Source: an optimization exercise on an open RTL-to-GDS flow (aim: small area and a short achievable clock period). Production flows keep margins and buffers that such runs may drop. In this exercise RTL edits were held to simulation tests only and were not proved equivalent to the original.

==> flow/design.v (excerpt) <==
module fft16 (
	input logic clk,
	input logic reset,
	input fft_pkg::sample_t realin,
	input fft_pkg::sample_t imagin,
	input logic startin,
	output fft_pkg::sample_t realout,
	output fft_pkg::sample_t imagout,
	output logic startout
);
	logic va, vax, vb7, vb7x, vb, vbx, vc13, vc13x, vd, vdx, ve19, ve19x, vf, vfx, vg, vgx, vh, vhx, vi, vix;
	logic [3:0] na, nax, nb7, nb7x, nb, nbx, nc13, nc13x, nd, ndx, ne19, ne19x, nf, nfx, ng, ngx, nh, nhx, ni, nix;
	logic ve20;
	logic [3:0] ne20;
	assign vax = startin || (va && na != 4'd15);
	assign nax = startin ? 4'd0 : na + 4'd1;
	always_ff @(posedge clk)
	begin
		na <= nax;
		ne20 <= ne19;
	end
	always_ff @(posedge clk or posedge reset)
	begin
		if (reset)
		begin
			va <= 1'b0;
			ve20 <= 1'b0;
		end
		else
		begin
			va <= vax;
			ve20 <= ve19;
		end
	end
	sample_loader #(.OFF(7)) u_lb7 (.clk(clk), .reset(reset), .up_v(va), .up_n(na), .v(vb7), .n(nb7), .vx(vb7x), .nx(nb7x));        
	sample_loader #(.OFF(2)) u_lb (.clk(clk), .reset(reset), .up_v(vb7), .up_n(nb7), .v(vb), .n(nb), .vx(vbx), .nx(nbx));            
  ...
clock: 11.0 ns
lec_check: 0
cap_margin: 20
core_margin: 2
core_utilization: 55
cts_cluster_diameter: 100
cts_cluster_size: 30
slew_margin: 20
standard.sh (not shown) runs the stock make flow with config.mk's settings and CLKGATE_MAP_FILE= SYNTH_SCRIPT=/design/flow/synth_recipe.tcl, a recipe that flattens the netlist after the stock synthesis.
==> flow/flow/run.sh <==
#!/bin/bash
# Standard layout, with timing repair aiming for more setup slack than the
# clock period needs. Each step's output also goes to orfs/logs.
set -euo pipefail
MARGIN=$(cat flow/margin.txt)
bash standard.sh synth > synth.log 2>&1
bash standard.sh SETUP_SLACK_MARGIN="$MARGIN" finish > layout.log 2>&1
==> flow/flow/margin.txt <==
7.6
The first run finished clean.
Then changed:
==> flow/run.sh (new file) <==
#!/bin/bash
# synth_recipe.tcl (not shown) runs the flow's synth.tcl, then flattens the netlist and writes it again
# the make line also repeats each setting of config.mk as NAME=value (left out here)
make -C /OpenROAD-flow-scripts/flow DESIGN_CONFIG=/design/flow/config.mk WORK_HOME=/design/flow/orfs CLKGATE_MAP_FILE= SYNTH_SCRIPT=/design/flow/synth_recipe.tcl finish
Settings changed: CORE_UTILIZATION 55 to 40, CTS_CLUSTER_DIAMETER 100 to not set, CTS_CLUSTER_SIZE 30 to not set.
removed: flow/flow/run.sh
removed: flow/flow/margin.txt
removed: flow/standard.sh
After rerunning: The changed run produced a clean layout; setup slack is worse by 1.1 ns; cell area increases by a few percent; routed wire length fell by a few percent; flip-flop and latch count is unchanged; global-route usage went down by 6.3 points; register-to-register slack is worse by 1.2 ns.
Then changed:
==> flow/flow/run.sh (new file) <==
#!/bin/bash
# Standard layout, with timing repair aiming for more setup slack than the
# clock period needs. Each step's output also goes to orfs/logs.
set -euo pipefail
MARGIN=$(cat flow/margin.txt)
bash standard.sh synth > synth.log 2>&1
bash standard.sh SETUP_SLACK_MARGIN="$MARGIN" finish > layout.log 2>&1
==> flow/flow/margin.txt (new file) <==
7.6
==> flow/standard.sh (new file) <==
#!/bin/bash
# synth_recipe.tcl (not shown) runs the flow's synth.tcl, then flattens the netlist and writes it again
# the make line also repeats each setting of config.mk as NAME=value (left out here)
make -C /OpenROAD-flow-scripts/flow DESIGN_CONFIG=/design/flow/config.mk WORK_HOME=/design/flow/orfs CLKGATE_MAP_FILE= SYNTH_SCRIPT=/design/flow/synth_recipe.tcl "${@:-finish}"
Settings changed: CORE_UTILIZATION 40 to 55.
removed: flow/run.sh
What happened: The new run finished with timing, DRC and antenna clean; die area decreases by 27%; hold slack is about the same; routed wire length increases by 4.5%; clock skew decreases by 0.018 ns; final cell count decreases by 6.5%; register-to-register slack improves by 1.2 ns; cell area increases by 0.49%; setup slack improves by 1.1 ns; synthesized area does not change; via count increases by 1.0%.
Then changed:
Settings changed: CORE_UTILIZATION 55 to 40.
The new run went through all stages and came out clean.
Worst setup slack gets worse by 0.092 ns.
Area after synthesis stays the same.
First-iteration DRC count is higher by 9.5%.
Sequential cell count does not change.
Clock skew is lower by 0.012 ns.
Wire length is lower by 3.6%.
Critical path depth does not change.
Final area is higher by 0.96%.

---

Setup of run 1:
fft16, a different RTL version from the one above (not shown whole).
Size: about 1,900 flip-flops, roughly 79,000 µm² of cells after synthesis.
## fft16
module fft16 (
	input logic clk,
	input logic reset,
	input fft_pkg::sample_t realin,
	input fft_pkg::sample_t imagin,
	input logic startin,
	output fft_pkg::sample_t realout,
	output fft_pkg::sample_t imagout,
	output logic startout
);
Settings: LEC_CHECK=0, CAP_MARGIN=20, CORE_MARGIN=2, CORE_UTILIZATION=55, CTS_CLUSTER_DIAMETER=100, CTS_CLUSTER_SIZE=30, SLEW_MARGIN=20; clock period 11.0 ns.
==> flow/flow/run.sh <==
#!/bin/bash
# Standard layout, with timing repair aiming for more setup slack than the
# clock period needs. Each step's output also goes to orfs/logs.
set -euo pipefail
MARGIN=$(cat flow/margin.txt)
bash standard.sh synth > synth.log 2>&1
bash standard.sh SETUP_SLACK_MARGIN="$MARGIN" finish > layout.log 2>&1
==> flow/flow/margin.txt <==
7.7
Run 1 ended with every stage complete and zero timing, DRC or antenna violations.
> inputs changed (run 1 -> run 2)
diff --git a/flow/config.mk b/flow/config.mk
--- a/flow/config.mk
+++ b/flow/config.mk
@@ -9,3 +9,3 @@
 export CORE_MARGIN = 2
-export CORE_UTILIZATION = 55
+export CORE_UTILIZATION = 65
 export CTS_CLUSTER_DIAMETER = 100
Changes observed in run 2 relative to run 1: maximum frequency climbed 1.4%; combined global-route utilization of all metal layers rose 3.3 points. Run 2 vs. run 1: area of the die went down by about 15%.
Relative to run 2, the following input files were edited for run 3:
diff --git a/flow/config.mk b/flow/config.mk
--- a/flow/config.mk
+++ b/flow/config.mk
@@ -9,3 +9,3 @@
 export CORE_MARGIN = 2
-export CORE_UTILIZATION = 65
+export CORE_UTILIZATION = 80
 export CTS_CLUSTER_DIAMETER = 100
Notes after the runs:
- Run 3 ended with more actual transition at the worst max-transition pin than run 2.
- Run 2 and run 3 ended up with roughly the same final instance area.
- Summary of run 3 over run 2: global-route total usage across every layer has increased, worst hold slack closely matched the old numbers.
Changes in run 4 relative to run 3:
diff --git a/flow/config.mk b/flow/config.mk
--- a/flow/config.mk
+++ b/flow/config.mk
@@ -9,5 +9,6 @@
 export CORE_MARGIN = 2
-export CORE_UTILIZATION = 80
+export CORE_UTILIZATION = 72
 export CTS_CLUSTER_DIAMETER = 100
 export CTS_CLUSTER_SIZE = 30
+export PLACE_DENSITY = 0.85
 export SLEW_MARGIN = 20
Findings:
As far as synthesized-area fraction occupied by adder cells goes, run 4 and run 3 are indistinguishable; the numbers are identical. Delta (run 4 minus run 3): clock skew has increased, horizontal die dimension increased by 5.3% relative to the old numbers, worst setup slack stayed essentially flat.
### run 4 -> run 5
==> flow/flow/margin.txt <==
7.75
diff --git a/flow/config.mk b/flow/config.mk
--- a/flow/config.mk
+++ b/flow/config.mk
@@ -12,3 +12,2 @@
 export CTS_CLUSTER_SIZE = 30
-export PLACE_DENSITY = 0.85
 export SLEW_MARGIN = 20
Findings:
Run 5: no failed stages, no open violations at the end. First-iteration DRC count for run 5 is lower than for run 4. On portion of the clock cycle consumed by the worst path in the final layout, run 4 and run 5 are basically level. | routed wire length | run 5 vs run 4 | better |.

-- static timing again, ports no longer ideal --
The flow's constraints put no driver on any port. The routed layouts listed below were extracted and timed again, unchanged, in two steps.
Step 1 assumes that a clkbuf_16 drives the clock port and a buf_2 every other input.
Step 2 adds t to the input delays and takes it off the output delays; t is the mean of the earliest and latest rising clock arrival at the registers after step 1. Input paths then give back, and output paths get back, about the clock's delay inside the block.
a / b / c = ideal ports / drivers / drivers and shift; a / b = the first two.
run	t (ns)	setup slack, ns	cell pins on the clock port's net
the first run of note 1	0.779	7.522 / 7.443 / 7.292	1
the second run of note 1	0.879	6.402 / 6.402 / 6.402	1
the third run of note 1	0.849	7.475 / 7.401 / 7.258	1
the fourth run of note 1	0.904	7.383 / 7.298 / 7.368	1
run 1	0.772	7.588 / 7.518 / 7.427	1
run 2	0.762	7.634 / 7.555 / 7.444	1
run 3	0.772	7.620 / 7.544 / 7.358	1
run 4	0.763	7.621 / 7.552 / 7.187	1
run 5	0.782	7.633 / 7.558 / 7.407	1
After both steps setup and hold are still met in every run listed. The setup slack of run 4, which loses most, moves by -0.069 ns with the drivers and by -0.434 ns with both steps. Setup slack includes reset recovery checks.
